This is an optimization exercise on Yosys and OpenROAD, whose aim is small area, a short achievable clock period and few clock cycles per item, not a production implementation.
Function was checked by simulation only, so behaviour that the tests miss may differ from the original.

## hsl_to_rgb_converter_unit
module hsl_to_rgb_converter_unit #(
  parameter int FRACTION_BITS = hslrgb_pkg::FRACTION_BITS
) (
  input  logic             clk,
  input  logic             rst_n,
  input  logic             in_valid,
  output logic             in_stall,
  input  hslrgb_pkg::hsl_t in_data,
  output logic             out_valid,
  input  logic             out_stall,
  output hslrgb_pkg::rgb_t out_data
);
export LEC_CHECK = 0
export ABC_AREA = 1
export CAP_MARGIN = 20
export CORE_MARGIN = 2
export CORE_UTILIZATION = 40
export PLACE_DENSITY = 0.7
export SETUP_SLACK_MARGIN = 2.0
export SLEW_MARGIN = 20
create_clock -name core_clock -period 7.0 [get_ports {clk}]
standard.sh (not shown) runs the stock make flow with config.mk's settings and CLKGATE_MAP_FILE= SYNTH_SCRIPT=/design/flow/synth_recipe.tcl, a recipe that flattens the netlist after the stock synthesis.
==> flow/flow/run.sh <==
#!/bin/bash
# The standard layout (the standard.sh: ORFS synthesis to finish) with two
# changes that keep the design and its registers as the standard synthesis
# makes them:
#  - after synthesis, flow/invopt.py removes inverters around full adders
#    (a full adder of inverted inputs gives inverted outputs), a purely
#    combinational rewrite of the netlist;
#  - the port buffers use the smallest plain buffer instead of the delay
#    buffer buffer_ports picks by default. Every port is still buffered.
set -euo pipefail
RES=orfs/results/${FLOW_PLATFORM:-sky130hd}/hsl_to_rgb_converter_unit/base
bash standard.sh synth > standard_synth.log 2>&1
cp $RES/1_2_yosys.v yosys_netlist_orig.v
if python3 flow/invopt.py yosys_netlist_orig.v yosys_netlist_opt.v > invopt.log 2>&1; then
  cp yosys_netlist_opt.v $RES/1_2_yosys.v
  rm -f $RES/1_synth.odb $RES/1_synth.sdc
fi
bash standard.sh "BUFFER_PORTS_ARGS=-buffer_cell sky130_fd_sc_hd__buf_1" finish > standard_flow.log 2>&1
Other scripts of this flow, unchanged in this note and not shown: flow/flow/invopt.py
Testbench counts at the start, summed over its fixed seeds: cycles 8,032, items 8,000.
Then changed:
PLACE_DENSITY = 0.6   (was 0.7)
SETUP_SLACK_MARGIN = 2.3   (was 2.0)
Wire length increases by a few percent.
Count of clock-buffer cells in the layout decreases by 3.
Non-clock buffer count climbs by 27.
Cell area rose slightly.
Register-to-register slack gains 0.18 ns.
Maximum frequency grows by a few percent.
Worst hold slack gets better by 0.0057 ns.
Synthesized cell count stays the same.
Die area does not change.
Global-route usage increases by 1.2 points.
Then changed:
SETUP_SLACK_MARGIN = 2.4   (was 2.3)
After rerunning: Wire length goes up by 1.3%; hold slack barely changes; global-route usage hardly moves.
Then changed:
CORE_UTILIZATION = 50   (was 40)
PLACE_DENSITY = 0.65   (was 0.6)
SETUP_SLACK_MARGIN = 2.2   (was 2.4)
Hold slack barely changes.
Non-clock buffer count shrinks by 56.
Fmax fell by 0.84%.
Wire length drops by 8.7%.
Worst setup slack got worse by 0.039 ns.
Then changed:
CORE_UTILIZATION = 40   (was 50)
PLACE_DENSITY = 0.6   (was 0.65)
What happened: The new run went through all stages and came out clean. Design area goes up by 1.6%. Setup slack gains 0.061 ns. Wire length goes up by 5.0%. Maximum frequency goes up by 1.3%.
Then changed:
SETUP_SLACK_MARGIN = 2.0   (was 2.2)
Outcome: The new run went through all stages and came out clean. Clock-buffer cell count does not change. Cell count is lower by 0.50%. Register-to-register slack got worse by 0.13 ns. Synthesized area stays the same.

* * *

== run A ==
Another version of the RTL of hsl_to_rgb_converter_unit (not shown whole).
For scale: about 1900 cells after synthesis, ~86 I/O pins, about 18000 µm² of cells after synthesis.
// hsl_to_rgb_converter_unit
module hsl_to_rgb_converter_unit #(
  parameter int FRACTION_BITS = hslrgb_pkg::FRACTION_BITS
) (
  input  logic             clk,
  input  logic             rst_n,
  input  logic             in_valid,
  output logic             in_stall,
  input  hslrgb_pkg::hsl_t in_data,
  output logic             out_valid,
  input  logic             out_stall,
  output hslrgb_pkg::rgb_t out_data
);
clock: 7.0 ns
lec_check: 0
cap_margin: 20
core_margin: 2
core_utilization: 40
place_density: 0.6
setup_slack_margin: 1.5
slew_margin: 20
==> flow/flow/run.sh <==
#!/bin/bash
# The standard layout (the standard.sh: ORFS synthesis to finish), except
# that the port buffers use the smallest plain buffer instead of the delay
# buffer buffer_ports picks by default. Every port is still buffered.
set -euo pipefail
bash standard.sh "BUFFER_PORTS_ARGS=-buffer_cell sky130_fd_sc_hd__buf_1" finish > standard_flow.log 2>&1
Testbench counts of run A, summed over its fixed seeds: cycles 8,032, items 8,000.
For run B, these inputs were changed with respect to run A:
# run A
export LEC_CHECK = 0
export CAP_MARGIN = 20
export CORE_MARGIN = 2
export CORE_UTILIZATION = 40
export PLACE_DENSITY = 0.6
export SETUP_SLACK_MARGIN = 1.5
export SLEW_MARGIN = 20
create_clock -name core_clock -period 7.0 [get_ports {clk}]
# run B
export LEC_CHECK = 0
export ABC_CLOCK_PERIOD_IN_PS = 4500
export CAP_MARGIN = 20
export CORE_MARGIN = 2
export CORE_UTILIZATION = 40
export PLACE_DENSITY = 0.6
export SETUP_SLACK_MARGIN = 1.5
export SLEW_MARGIN = 20
create_clock -name core_clock -period 7.0 [get_ports {clk}]
==> flow/run.sh (new file) <==
#!/bin/bash
# synth_recipe.tcl (not shown) runs the flow's synth.tcl, then flattens the netlist and writes it again
# the make line also repeats each setting of config.mk as NAME=value (left out here)
make -C /OpenROAD-flow-scripts/flow DESIGN_CONFIG=/design/flow/config.mk WORK_HOME=/design/flow/orfs CLKGATE_MAP_FILE= SYNTH_SCRIPT=/design/flow/synth_recipe.tcl finish
removed: flow/flow/run.sh
removed: flow/standard.sh
[summary]
Run B did not stop at any stage, and its layout met the timing, DRC and antenna checks.
Diff run A -> run B: final area climbed about 2.6%, register fraction of the total cell area dropped 0.64 points, relative slew slack climbed 2.9 points.
Worst setup slack was lower in run A than in run B.
On total number of nets in the final design, run B and run A are neck and neck.
As far as net count of the mapped netlist goes, run B and run A are indistinguishable; the numbers are identical.
Run B -> run A: die area delta 0, exact match
The total detailed-routing wirelength of run B and that of run A are within noise of each other.
diff inputs: run B => run C
# run B
export LEC_CHECK = 0
export ABC_CLOCK_PERIOD_IN_PS = 4500
export CAP_MARGIN = 20
export CORE_MARGIN = 2
export CORE_UTILIZATION = 40
export PLACE_DENSITY = 0.6
export SETUP_SLACK_MARGIN = 1.5
export SLEW_MARGIN = 20
create_clock -name core_clock -period 7.0 [get_ports {clk}]
# run C
export LEC_CHECK = 0
export CAP_MARGIN = 20
export CORE_MARGIN = 2
export CORE_UTILIZATION = 40
export PLACE_DENSITY = 0.6
export SLEW_MARGIN = 20
create_clock -name core_clock -period 7.0 [get_ports {clk}]
## What came out
No stage failed in run C, and the final checks on the layout all came back clean.
Per the final summary, run B finished and its layout is clean on timing, DRC and antenna.
Between run C and run B, the final core utilization is lower for run C.
Run C reports its slowest library cell on the worst path as edfxtp_1 while run B reports fa_1.
Going from run B to run C, maximum frequency has decreased, count of placed standard cells in the final layout, fillers left out has decreased.
Re critical path depth: run C and run B aren't equal, and the higher value belongs to run C.
Compared with run B, run C improves worst slew margin relative to its limit.
Non-clock buffer count, run C vs run B: down by more than a quarter
Shortest period the worst path allows delta for run C relative to run B: 0.38 ns higher

## afterwards: timing with drivers on the ports
In the flow no input, the clock included, has a driving cell. The finished layouts below were timed again as built, in two steps. Step 1 (the two cells are an assumption about what drives the block):
set clk [get_ports {clk}]
set_driving_cell -lib_cell sky130_fd_sc_hd__clkbuf_16 $clk
set_driving_cell -lib_cell sky130_fd_sc_hd__buf_2 [delete_from_list [all_inputs] $clk]
Step 2, shift: input delay + t, output delay - t, t = (earliest + latest rising clock arrival at the registers) / 2. This alone moves slack from input paths to output paths. a / b / c = ideal / step 1 / step 2; a / b = the first two.
| run | t, ns | setup WS [ns] | worst setup path at the end |
|---|---|---|---|
| the first run of note 1 | 0.504 | 2.135 / 2.135 / 2.135 | register to register |
| the second run of note 1 | 0.546 | 2.312 / 2.312 / 2.312 | register to register |
| the third run of note 1 | 0.544 | 2.351 / 2.351 / 2.338 | input to register |
| the fourth run of note 1 | 0.505 | 2.312 / 2.312 / 2.263 | input to register |
| the fifth run of note 1 | 0.535 | 2.373 / 2.373 / 2.346 | input to register |
| the sixth run of note 1 | 0.532 | 2.240 / 2.240 / 2.240 | register to register |
| run A | 0.534 | 1.647 / 1.647 / 1.647 | register to register |
| run B | 0.530 | 1.724 / 1.724 / 1.724 | register to register |
| run C | 0.531 | 1.345 / 1.345 / 1.345 | register to register |
After both steps setup and hold are still met in every run listed. For the fourth run of note 1, which loses most, drivers alone change the setup slack by 0.000 ns; drivers and shift together by -0.049 ns.
